This design comes from an exercise in tuning for small area, a short achievable clock period and few clock cycles per item on the open sky130 flow, not from production work. The RTL was checked by simulation tests, not by an equivalence proof against the original design. Power is estimated from default activity; no workload was simulated.

--- run.sh ---
#!/bin/bash
# synth_recipe.tcl (not shown) runs the flow's synth.tcl, then flattens the netlist and writes it again
# the make line also repeats each setting of config.mk as NAME=value (left out here)
make -C /OpenROAD-flow-scripts/flow DESIGN_CONFIG=/design/flow/config.mk WORK_HOME=/design/flow/orfs CLKGATE_MAP_FILE= SYNTH_SCRIPT=/design/flow/synth_recipe.tcl finish
--- config.mk ---
export PLATFORM = sky130hd
export DESIGN_NAME = rx_data_handler
export DESIGN_NICKNAME = rx_data_handler
export VERILOG_FILES = /design/flow/design.v
export SDC_FILE = /design/flow/constraint.sdc
export NUM_CORES = 4
export LEC_CHECK = 0
export CAP_MARGIN = 20
export CORE_MARGIN = 2
export CORE_UTILIZATION = 40
export PLACE_DENSITY = 0.6
export SLEW_MARGIN = 20
--- constraint.sdc ---
create_clock -name core_clock -period 8.0 [get_ports {clk_i}]
set_input_delay 1.6000 -clock core_clock [delete_from_list [all_inputs] [get_ports {clk_i}]]
set_output_delay 1.6000 -clock core_clock [all_outputs]
set_load 0.01 [all_outputs]
--- design.v ---
`default_nettype none
package rx_phy_pkg;
  localparam int lane_bytes = 4;
  localparam logic [7:0] sym_stp = 8'hFB;
  localparam logic [7:0] sym_sdp = 8'h5C;
  localparam logic [7:0] sym_end = 8'hFD;
  localparam logic [7:0] sym_edb = 8'hFE;
  typedef enum logic [2:0] {
    data     = 3'd0,
    stp      = 3'd1,
    sdp      = 3'd2,
    end_good = 3'd3,
    end_edb  = 3'd4,
    other_k  = 3'd5
  } byte_class_e;
  typedef struct packed {
    logic [lane_bytes-1:0][7:0] byte_data;
    byte_class_e [lane_bytes-1:0] byte_cls;
    logic valid;
  } dec_beat_t;
  typedef struct packed {
    logic nullified;
    logic tlp;
  } pkt_user_t;
  typedef struct packed {
    logic [8*lane_bytes-1:0] tdata;
    logic [lane_bytes-1:0] tkeep;
    logic tlast;
    pkt_user_t tuser;
  } axis_beat_t;
endpackage
`default_nettype wire
`timescale 1ns/1ns
`default_nettype none
module rx_symbol_decode (
  input  logic                  clk_i,
  input  logic                  rst_i,
  input  logic                  data_valid_i,
  input  logic [31:0]           data_i,
  input  logic [3:0]            data_k_i,
  output rx_phy_pkg::dec_beat_t dec_o
);
  rx_phy_pkg::byte_class_e [rx_phy_pkg::lane_bytes-1:0] cls_d;
  function automatic rx_phy_pkg::byte_class_e classify(
    input logic [7:0] value,
    input logic       is_k
  );
    rx_phy_pkg::byte_class_e c;
    c = rx_phy_pkg::data;
    if (is_k) begin
      case (value)
        rx_phy_pkg::sym_stp: c = rx_phy_pkg::stp;
        rx_phy_pkg::sym_sdp: c = rx_phy_pkg::sdp;
        rx_phy_pkg::sym_end: c = rx_phy_pkg::end_good;
        rx_phy_pkg::sym_edb: c = rx_phy_pkg::end_edb;
        default: c = rx_phy_pkg::other_k;
      endcase
    end
    classify = c;
  endfunction
  always_comb begin
    for (int i = 0; i < rx_phy_pkg::lane_bytes; i++) begin
      cls_d[i] = classify(data_i[8*i +: 8], data_k_i[i]);
    end
  end
  always_ff @(posedge clk_i) begin
    if (rst_i) begin
      dec_o.valid <= 1'b0;
    end else begin
      dec_o.valid <= data_valid_i;
    end
    dec_o.byte_data <= data_i;
    dec_o.byte_cls  <= cls_d;
  end
endmodule
`default_nettype wire
`timescale 1ns/1ns
`default_nettype none
module rx_frame_align (
  input  logic                   clk_i,
  input  logic                   rst_i,
  input  logic                   phy_link_up_i,
  input  logic                   phy_fifo_empty_i,
  input  rx_phy_pkg::dec_beat_t  dec_i,
  input  logic [3:0]             free_slots_i,
  output logic                   phy_fifo_rd_en_o,
  output rx_phy_pkg::axis_beat_t beat_o,
  output logic                   beat_wr_o
);
  logic                   in_pkt_q;
  logic                   tlp_q;
  logic [3:0][7:0]        left_q;
  logic [2:0]             left_cnt_q;
  rx_phy_pkg::axis_beat_t pend_q;
  logic                   pend_vld_q;
  logic [1:0]             out_cnt_q;
  logic                   rd_q;
  logic [7:0][7:0]        acc;
  logic [3:0]             acc_cnt;
  logic                   open_pkt;
  logic                   open_tlp;
  logic                   closing;
  logic                   nullify;
  rx_phy_pkg::byte_class_e cls;
  rx_phy_pkg::axis_beat_t beat0;
  rx_phy_pkg::axis_beat_t beat1;
  logic [1:0]             n_beats;
  logic [2:0]             need_slots;
  function automatic rx_phy_pkg::axis_beat_t make_beat(
    input logic [31:0] bytes,
    input logic [2:0]  n,
    input logic        last,
    input logic        is_tlp,
    input logic        nul
  );
    rx_phy_pkg::axis_beat_t b;
    b.tdata           = bytes;
    b.tkeep           = 4'hF >> (3'd4 - n);
    b.tlast           = last;
    b.tuser.tlp       = is_tlp;
    b.tuser.nullified = nul & last;
    make_beat = b;
  endfunction
  always_comb begin
    acc      = '0;
    acc[3:0] = left_q;
    acc_cnt  = {1'b0, left_cnt_q};
    open_pkt = in_pkt_q;
    open_tlp = tlp_q;
    closing  = 1'b0;
    nullify  = 1'b0;
    cls      = rx_phy_pkg::data;
    n_beats  = '0;
    beat0    = '0;
    beat1    = '0;
    for (int i = 0; i < rx_phy_pkg::lane_bytes; i++) begin
      cls = dec_i.byte_cls[i];
      if (cls == rx_phy_pkg::data && open_pkt) begin
        acc[acc_cnt[2:0]] = dec_i.byte_data[i];
        acc_cnt           = acc_cnt + 4'd1;
      end
      closing = open_pkt && cls != rx_phy_pkg::data && cls != rx_phy_pkg::other_k;
      if (closing) begin
        nullify = (cls != rx_phy_pkg::end_good);
        if (acc_cnt > 4'd4) begin
          beat0    = make_beat(acc[3:0], 3'd4, 1'b0, open_tlp, 1'b0);
          beat1    = make_beat(acc[7:4], 3'(acc_cnt - 4'd4), 1'b1, open_tlp, nullify);
          n_beats  = 2'd2;
        end else if (acc_cnt != 4'd0) begin
          if (n_beats < 2'd2) begin
            if (n_beats[0]) beat1 = make_beat(acc[3:0], acc_cnt[2:0], 1'b1, open_tlp, nullify);
            else            beat0 = make_beat(acc[3:0], acc_cnt[2:0], 1'b1, open_tlp, nullify);
          end
          n_beats = n_beats + 2'd1;
        end
        open_pkt = 1'b0;
        acc      = '0;
        acc_cnt  = '0;
      end
      if (cls == rx_phy_pkg::stp || cls == rx_phy_pkg::sdp) begin
        open_pkt = 1'b1;
        open_tlp = (cls == rx_phy_pkg::stp);
        acc      = '0;
        acc_cnt  = '0;
      end
    end
    if (acc_cnt > 4'd4) begin
      if (n_beats < 2'd2) begin
        if (n_beats[0]) beat1 = make_beat(acc[3:0], 3'd4, 1'b0, open_tlp, 1'b0);
        else            beat0 = make_beat(acc[3:0], 3'd4, 1'b0, open_tlp, 1'b0);
      end
      n_beats = n_beats + 2'd1;
      acc     = acc >> 32;
      acc_cnt = acc_cnt - 4'd4;
    end
  end
  assign need_slots = {out_cnt_q, 1'b0} + 3'd2 + {2'b00, pend_vld_q};
  assign phy_fifo_rd_en_o = phy_link_up_i && !phy_fifo_empty_i && !rd_q &&
                            (free_slots_i >= {1'b0, need_slots});
  assign beat_wr_o = pend_vld_q || (dec_i.valid && n_beats != 2'd0);
  assign beat_o    = pend_vld_q ? pend_q : beat0;
  always_ff @(posedge clk_i) begin
    if (rst_i) begin
      in_pkt_q   <= 1'b0;
      tlp_q      <= 1'b0;
      left_cnt_q <= '0;
      pend_vld_q <= 1'b0;
      out_cnt_q  <= '0;
      rd_q       <= 1'b0;
    end else begin
      rd_q       <= phy_fifo_rd_en_o;
      out_cnt_q  <= out_cnt_q + {1'b0, phy_fifo_rd_en_o} - {1'b0, dec_i.valid};
      pend_vld_q <= dec_i.valid && n_beats >= 2'd2;
      if (dec_i.valid) begin
        in_pkt_q   <= open_pkt;
        tlp_q      <= open_tlp;
        left_cnt_q <= acc_cnt[2:0];
      end
    end
    if (dec_i.valid) begin
      left_q <= acc[3:0];
      pend_q <= beat1;
    end
  end
endmodule
`default_nettype wire
`timescale 1ns/1ns
`default_nettype none
module rx_axis_fifo #(
  parameter int fifo_depth = 8
) (
  input  logic                   clk_i,
  input  logic                   rst_i,
  input  logic                   wr_i,
  input  rx_phy_pkg::axis_beat_t beat_i,
  input  logic                   m_axis_tready_i,
  output logic [3:0]             free_slots_o,
  output rx_phy_pkg::axis_beat_t m_axis_beat_o,
  output logic                   m_axis_tvalid_o
);
  localparam int addr_w = $clog2(fifo_depth);
  localparam int cnt_w = addr_w + 1;
  logic [8*rx_phy_pkg::lane_bytes+6:0] mem [fifo_depth];
  logic [addr_w-1:0]      wr_ptr_q;
  logic [addr_w-1:0]      rd_ptr_q;
  logic [cnt_w-1:0]       count_q;
  logic [cnt_w-1:0]       free;
  logic                   push;
  logic                   pop;
  assign pop  = m_axis_tvalid_o && m_axis_tready_i;
  assign push = wr_i && (count_q != cnt_w'(fifo_depth));
  assign free = cnt_w'(fifo_depth) - count_q;
  assign free_slots_o = (int'(free) > 15) ? 4'd15 : 4'(free);
  assign m_axis_tvalid_o = (count_q != '0);
  assign m_axis_beat_o   = mem[rd_ptr_q];
  always_ff @(posedge clk_i) begin
    if (rst_i) begin
      wr_ptr_q <= '0;
      rd_ptr_q <= '0;
      count_q  <= '0;
    end else begin
      if (push) begin
        wr_ptr_q <= wr_ptr_q + addr_w'(1);
      end
      if (pop) begin
        rd_ptr_q <= rd_ptr_q + addr_w'(1);
      end
      count_q <= count_q + cnt_w'(push) - cnt_w'(pop);
    end
  end
  always_ff @(posedge clk_i) begin
    if (push) begin
      mem[wr_ptr_q] <= beat_i;
    end
  end
endmodule
`default_nettype wire
`timescale 1ns/1ns
`default_nettype none
module rx_data_handler #(
  parameter int fifo_depth = 8
) (
  input  logic                  clk_i,
  input  logic                  rst_i,
  input  logic                  phy_link_up_i,
  input  logic                  phy_fifo_empty_i,
  output logic                  phy_fifo_rd_en_o,
  input  logic                  data_valid_i,
  input  logic [31:0]           data_i,
  input  logic [3:0]            data_k_i,
  output logic [31:0]           m_axis_tdata_o,
  output logic [3:0]            m_axis_tkeep_o,
  output logic                  m_axis_tvalid_o,
  output logic                  m_axis_tlast_o,
  output logic [1:0]            m_axis_tuser_o,
  input  logic                  m_axis_tready_i
);
  rx_phy_pkg::dec_beat_t  dec;
  rx_phy_pkg::axis_beat_t beat;
  logic                   beat_wr;
  logic [3:0]             free_slots;
  rx_phy_pkg::axis_beat_t head;
  rx_symbol_decode i_decode (
    .clk_i        (clk_i),
    .rst_i        (rst_i),
    .data_valid_i (data_valid_i),
    .data_i       (data_i),
    .data_k_i     (data_k_i),
    .dec_o        (dec)
  );
  rx_frame_align i_align (
    .clk_i            (clk_i),
    .rst_i            (rst_i),
    .phy_link_up_i    (phy_link_up_i),
    .phy_fifo_empty_i (phy_fifo_empty_i),
    .dec_i            (dec),
    .free_slots_i     (free_slots),
    .phy_fifo_rd_en_o (phy_fifo_rd_en_o),
    .beat_o           (beat),
    .beat_wr_o        (beat_wr)
  );
  rx_axis_fifo #(
    .fifo_depth (fifo_depth)
  ) i_fifo (
    .clk_i           (clk_i),
    .rst_i           (rst_i),
    .wr_i            (beat_wr),
    .beat_i          (beat),
    .m_axis_tready_i (m_axis_tready_i),
    .free_slots_o    (free_slots),
    .m_axis_beat_o   (head),
    .m_axis_tvalid_o (m_axis_tvalid_o)
  );
  assign m_axis_tdata_o = head.tdata;
  assign m_axis_tkeep_o = head.tkeep;
  assign m_axis_tlast_o = head.tlast;
  assign m_axis_tuser_o = head.tuser;
endmodule
`default_nettype wire
==> results.txt <==
[cells by family (layout without fill, tap and decap cells)]
| group | Yosys count | after routing | synth area share, % |
|---|---|---|---|
| multiplexers | 146 | 146 | 10.1 |
| flip-flops | 450 | 450 | 51.4 |
| AO/OA/AOI/OAI | 701 | 701 | 20.3 |
| AND/OR/NAND/NOR | 518 | 518 | 10.2 |
| buffers and inverters | 227 | 274 | 3.59 |
| adder cells (fa/ha/maj) | 66 | 66 | 3.31 |
| XOR/XNOR | 26 | 26 | 1.06 |
[registers in the layout (all words and copies together), names as in the netlist, named ones only]
| signal | cells |
|---|---|
| i_align.out_cnt_q | 2 |
| i_fifo.rd_ptr_q | 3 |
| i_fifo.wr_ptr_q | 3 |
| i_align.left_q | 32 |
| i_decode.dec_o | 45 |
| i_align.in_pkt_q | 1 |
| i_align.left_cnt_q | 3 |
| i_align.pend_vld_q | 1 |
| i_align.tlp_q | 1 |
| i_align.rd_q | 1 |
| i_fifo.count_q | 4 |
| i_fifo.mem | 312 |
| i_align.pend_q | 39 |
[power breakdown]
group,internal [mW],leakage [nW],switching (mW)
clock network,1.29,0.805,0.961
logic,0.661,4.48,0.661
registers,2.60,4.12,0.0981
total,4.55,9.41,1.72
[layout by cell type (no fill, tap or decap), types with 14 or more instances in the layout]
cell / netlist / layout
mux2i_1: 20 / 20
o21bai_1: 14 / 14
a32o_1: 23 / 23
nor3_1: 44 / 39
o22ai_1: 49 / 49
a31oi_1: 37 / 36
nand2b_1: 16 / 16
a21o_1: 37 / 35
clkbuf_16: 0 / 53
a32oi_1: 55 / 55
nor2_1: 100 / 99
ha_1: 62 / 62
o211ai_1: 17 / 17
o21ai_0: 100 / 100
nor2b_1: 54 / 54
clkdlybuf4s50_1: 0 / 82
nand2_1: 175 / 175
buf_4: 2 / 42
and2_1: 20 / 20
dfxtp_1: 67 / 62
a22oi_1: 59 / 59
a221oi_1: 15 / 15
and3_1: 18 / 18
edfxtp_1: 383 / 383
o2bb2ai_1: 17 / 17
mux2_2: 44 / 44
inv_1: 53 / 53
nand3_1: 35 / 35
o21ai_1: 35 / 35
mux4_2: 78 / 78
a211oi_1: 53 / 53
a21oi_1: 68 / 67
xnor2_1: 16 / 16
a22o_1: 18 / 18
[routing by layer]
layer | vias up | share of wire, % | GRT usage (%)
met5 | - | 0.016 | 0
met4 | 2 | 4.4 | 10.8
met1 | 9426 | 42 | 34.2
li1 | 8481 | - | -
met3 | 221 | 9.3 | 5.47
met2 | 1046 | 44 | 37.8
[layout make-up]
class | count | area share (%)
clock buffers | 65 | 5.00
inverters | 58 | 0.779
multi-input cells | 1457 | 40.2
flip-flops and latches | 450 | 45.5
well taps | 837 | 3.70
clock inverters | 26 | 0.757
repair buffers | 125 | 4.12
[worst min-delay path, stage by stage, from the launching register on]
cell     delay, ns
dfxtp_1       0.32
xor2_1        0.07
nor2_1        0.11
[path summary, 6_finish.rpt]
kind                                                    startpoint                         endpoint  slack, ns  cells after the start
worst min register to register     i_fifo.rd_ptr_q[2]$_SDFFE_PP0P_  i_fifo.rd_ptr_q[2]$_SDFFE_PP0P_       0.54                      2
worst max-delay path            i_align.left_cnt_q[0]$_SDFFE_PP0P_      i_fifo.mem[7][20]$_DFFE_PP_       0.70                     23
worst max register to register  i_align.left_cnt_q[0]$_SDFFE_PP0P_      i_fifo.mem[7][20]$_DFFE_PP_       0.70                     23
worst min-delay path               i_fifo.rd_ptr_q[2]$_SDFFE_PP0P_  i_fifo.rd_ptr_q[2]$_SDFFE_PP0P_       0.54                      2
[metrics by stage]
| stage | instance area (um2) | util (%) | power, mW |
|---|---|---|---|
| global placement | 26600 | 43.1 | 4.05 |
| global route | 28300 | 45.8 | 6.52 |
| CTS | 28200 | 45.8 | 6.31 |
| finish | 28300 | 45.8 | 6.27 |
| floorplan | 25000 | - | 3.58 |
| detailed placement | 26600 | 43.1 | 4.06 |
==> out/qor.txt <==
Critical path buffer and inverter count: 6
Core area: 0.0617 mm2
Setup WS pre-CTS: 0.925 ns
Setup Crit Path Kind: register to register
P&R area growth vs syn: 13.2%
Vias: 19200
CP Data Required Time: 8.29 ns
Initial antenna violation count: 1
Initial DRT Pass Iterations: 8
Vias in the first global route: 18300
Worst-path fanout max: 45
Die Span X: 254 um
Cts hold-fix bufs: 0
Clk slew on worst S/H paths: 0.06 ns
Yosys top cell by area: edfxtp_1
Port bufs: 82
Pin count of the biggest net entering global routing: 78
Cts bufs inserted: 49
Starting Density: 40.5%
Max stage delay on crit path: 0.69 ns
Maximum vdd drop: 0.142 mV
Resize count post-CTS: 0
First-pass GRT wire length: 120 mm
Count leader, synth: edfxtp_1
Syn_nets: 2239
Post-Synthesis Cells: 2134
Die area: 0.0644 mm2
Min cycle time layout: 7.30 ns
Register Area: 0.0129 mm2
Share of cells above drive strength 1: 14.2%
Worst Setup Start Kind: register
Fin. max-slew vios: 0
CP delay by family, top: compound AO/OA/AOI/OAI gates
Pwr/cell area: 222 mW/mm2
Setup crit end kind: register
Worst-Skew Late Latency: 0.61 ns
Critical path cell sequence: inv_1 > ha_1 > inv_1 > o32a_1 > and2_1 > ha_1 > a22oi_1 > ha_1 > mux2i_1 > nor2_1 > inv_1 > ha_1 > a21oi_1 > ha_1 > inv_1 > o21ai_0 > a31oi_2 > buf_4 > a21oi_1 > o21ai_4 > buf_4 > mux2i_1 > o21ai_1
Fin cells: 3018
Setup TNS: 0 ns
Worst-margin pin slew: 1.28 ns
Root Driver: clkbuf_16
Netlist cell types: 104
Endpoints failing setup: 0
Number of synthesized flops with an enable pin: 383
Top cell type's share of synthesized area: 46.1%
Via density: 6.35
Routed Antenna Nets: 0
Syn_area_per_cell: 11.7 um2
CTS tree: done
Drt drc: 0
Synth cell count leaders: 383 x edfxtp_1, 175 x nand2_1, 121 x clkbuf_1
Die height: 254 um
Routed len/inst: 26.8 um
Final period utilization: 91.3%
Cells after DPL: 2926
Cell Area, Synth: 0.0250 mm2
Hold slack: 0.537 ns
Slew HR: 14.8%
Synthesized flop and latch total: 450
DP HPWL: 55.8 mm
Most numerous cell on the critical path: ha_1
CTS max path bufs: 3
Gr ovfl total: 0
Yosys Warn Count: 3
Critical Path AT: 7.59 ns
Total GRT Usage: 24.8%
Clock sink total: 450
Final Hold Fails: 0
Max-Cap Viols: 0
# diodes: 0
Multi-input logic area: 0.0114 mm2
Final net count: 2246
Top_reg_cell synth: edfxtp_1
Io pins: 83
GP Congestion: 1.02
Hold Crit Class: register to register
1st-iter DRT viols: 2355
H-tree depth: 2
Fin worst setup slack: 0.698 ns
Status: no timing/DRC/antenna violations
Fillers: 5620
Site Rows: 91
Leak: 9.41 nW
Postcts setup bufs: 0
Seq/Total Area, Yosys: 51.4%
Skew final: 0.0321 ns
Async S/R FF share, synth: 0%
RSZ-0062 raised after global routing: no
Largest cells by area after synthesis: edfxtp_1 46%, mux4_2 7.0%, dfxtp_1 5.4%
DRT Wirelength: 80.9 mm
CP max stage cell: dfxtp_1
Fmax: 0.137 GHz
Testbench counts, summed over its fixed seeds: cycles 64,613, items 32,299.

==> re-timing with driven ports <==
The flow's constraints put no driver on any port. The routed layout listed below was extracted and timed again, unchanged, in two steps. Step 1, drivers: a clkbuf_16 drives clk_i and a buf_2 each remaining input, both assumed. Step 2, shift: input delay + t, output delay - t, t = (earliest + latest rising clock arrival at the registers) / 2. This alone moves slack from input paths to output paths. Slacks: ideal / step 1 / step 2; pairs: ideal / step 1.
t, ns: 0.646
setup WS [ns]: 0.698 / 0.698 / 0.698
worst slew at a driven data input, ns: 0.04
After both steps this run still meets setup and hold. For this run, drivers alone change the setup slack by 0.000 ns; drivers and shift together by 0.000 ns.
